This is an optimization exercise on Yosys and OpenROAD, whose aim is small area, a short achievable clock period and few clock cycles per item, not a production implementation.
In this exercise RTL edits were held to simulation tests only and were not proved equivalent to the original.

==> inputs of run a <==
## accel_tilt_angle_detector
module accel_tilt_angle_detector (
    input  logic        i_clk,
    input  logic        i_rst_n,
    input  logic        i_s_axis_tvalid,
    output logic        o_s_axis_tready,
    input  logic [31:0] i_s_axis_tdata,
    output logic        o_m_axis_tvalid,
    input  logic        i_m_axis_tready,
    output logic [23:0] o_m_axis_tdata,
    input  logic        i_cfg_we,
    input  logic [1:0]  i_cfg_addr,
    input  logic [9:0]  i_cfg_wdata
);
Settings: LEC_CHECK=0, ABC_AREA=1, CAP_MARGIN=20, CORE_MARGIN=2, CORE_UTILIZATION=55, CTS_CLUSTER_DIAMETER=100, CTS_CLUSTER_SIZE=25, PLACE_DENSITY=0.68, SLEW_MARGIN=70; clock period 10.0 ns.
run.sh (not shown) runs the stock make flow with config.mk's settings and CLKGATE_MAP_FILE= SYNTH_SCRIPT=/design/flow/synth_recipe.tcl, a recipe that flattens the netlist after the stock synthesis.
==> run b (differences from run a) <==
- CORE_UTILIZATION: 55 -> 40
- PLACE_DENSITY: 0.68 -> not set
- SLEW_MARGIN: 70 -> 20
==> summary.txt <==
metric                                                                           run a               run b
Status                                                        timing/DRC/antenna clean  timing/DRC/antenna clean
Pre-CTS setup slack                                                            5.50 ns             5.06 ns
Wire length of the first global-routing pass                                    582 mm              594 mm
Met2 global-route usage                                                          38.4%               28.3%
Capturing instance or port of the critical path                        o_m_axis_tvalid  r24_zr[11]$_DFF_P_
Global Route met3 Usage                                                          2.34%               1.64%
Worst flop-to-flop path endpoint                                   r3_radr[15]$_DFF_P_  r24_zr[11]$_DFF_P_
Total Routing Usage GR                                                           22.4%               16.6%
Routed length on met3                                                          17.1 mm             13.8 mm
Die ar.                                                                   318000 sq um        437000 sq um
Clock insertion delay at the later pin of the skew report                      0.91 ns             0.94 ns
Placement Rows                                                                     205                 241
Fraction of area in multi-input gates                                            45.9%               45.2%
Final critical-path required period                                            3.87 ns             4.30 ns
Number of stages on the worst setup path                                             1                  14
Fraction of final layout cells with drive strength greater than 1                3.57%               2.63%
Data arrival time of the critical path                                         1.87 ns             5.09 ns
Final non-filler cell total                                                      22300               23800
Overall die height                                                              564 um              661 um
Antenna diode instance count                                                         5                   4
Largest fanout on the critical path                                                  3                  34
Slowest stage cell on the critical path                                clkdlybuf4s50_1             dfxtp_2
Testbench counts of run a, summed over its fixed seeds: cycles 3,496, items 3,200.
Testbench counts of run b, summed over its fixed seeds: cycles 3,496, items 3,200.


==> inputs of pepper <==
accel_tilt_angle_detector again, from the RTL that the note above started with.
==> flow/design.v (excerpt) <==
module accel_tilt_angle_detector (
    input  logic        i_clk,
    input  logic        i_rst_n,
    input  logic        i_s_axis_tvalid,
    output logic        o_s_axis_tready,
    input  logic [31:0] i_s_axis_tdata,
    output logic        o_m_axis_tvalid,
    input  logic        i_m_axis_tready,
    output logic [23:0] o_m_axis_tdata,
    input  logic        i_cfg_we,
    input  logic [1:0]  i_cfg_addr,
    input  logic [9:0]  i_cfg_wdata
);
make LEC_CHECK=0 ABC_AREA=1 CAP_MARGIN=20 CORE_MARGIN=2 CORE_UTILIZATION=40 CTS_CLUSTER_DIAMETER=100 CTS_CLUSTER_SIZE=25 SLEW_MARGIN=70 finish   # period 10.0 ns
==> xenon: changes against pepper <==
--- a/flow/config.mk
+++ b/flow/config.mk
@@ -10,5 +10,6 @@
 export CORE_MARGIN = 2
-export CORE_UTILIZATION = 40
+export CORE_UTILIZATION = 55
 export CTS_CLUSTER_DIAMETER = 100
 export CTS_CLUSTER_SIZE = 25
-export SLEW_MARGIN = 70
+export PLACE_DENSITY = 0.68
+export SLEW_MARGIN = 20
==> summary.md <==
| Metric | Value |
|---|---|
| Status | `finished clean` |
| Multi-input combinational area share | `45.78%` |
| Crit path max fanout | `34` |
| Period utilisation layout | `42.26%` |
| Reg-to-Reg End | `r24_zp[12]$_DFF_P_` |
| Most frequent cells in the layout | `3023 x dfxtp_1, 2853 x nand2_1, 1830 x inv_1, 1535 x ha_1, 1393 x a21oi_1` |
Source of the figures above: xenon

==> summary.md <==
| Metric | Value |
|---|---|
| Stages on worst setup path | `1` |
| Die Area | `436600 um^2` |
| Period utilisation layout | `39.60%` |
| Warnings, synthesis | `1` |
| Status | `finished clean` |
| Bufs and invs on worst path | `1` |
| Most frequent cells in the layout | `2933 x dfxtp_1, 2851 x nand2_1, 1825 x inv_1, 1534 x ha_1, 1390 x a21oi_1` |
| Crit path max fanout | `1` |
Source of the figures above: pepper

Testbench counts of pepper, summed over its fixed seeds: cycles 3,496, items 3,200.
Testbench counts of xenon, summed over its fixed seeds: cycles 3,496, items 3,200.

==> separate check: timing with driven ports <==
The flow's constraints put no driver on any port. The routed layouts listed below were extracted and timed again, unchanged, in two steps. Step 1 assumes that a clkbuf_16 drives the clock port and a buf_2 every other input. Step 2, shift: input delay + t, output delay - t, t = (earliest + latest rising clock arrival at the registers) / 2. This alone moves slack from input paths to output paths. Three values: ideal, step 1, step 2; two values: the first two.
run | shift t [ns] | setup WS [ns] | worst register clock-pin slew, ns
run a | 0.982 | 6.134 / 6.035 / 5.487 | 0.11 / 0.11
run b | 1.017 | 5.698 / 5.698 / 5.111 | 0.10 / 0.10
pepper | 1.006 | 6.040 / 5.936 / 5.383 | 0.10 / 0.10
xenon | 0.972 | 5.774 / 5.774 / 5.061 | 0.11 / 0.11
After both steps setup and hold are still met in every run listed. The setup slack of xenon, which loses most, moves by 0.000 ns with the drivers and by -0.713 ns with both steps.
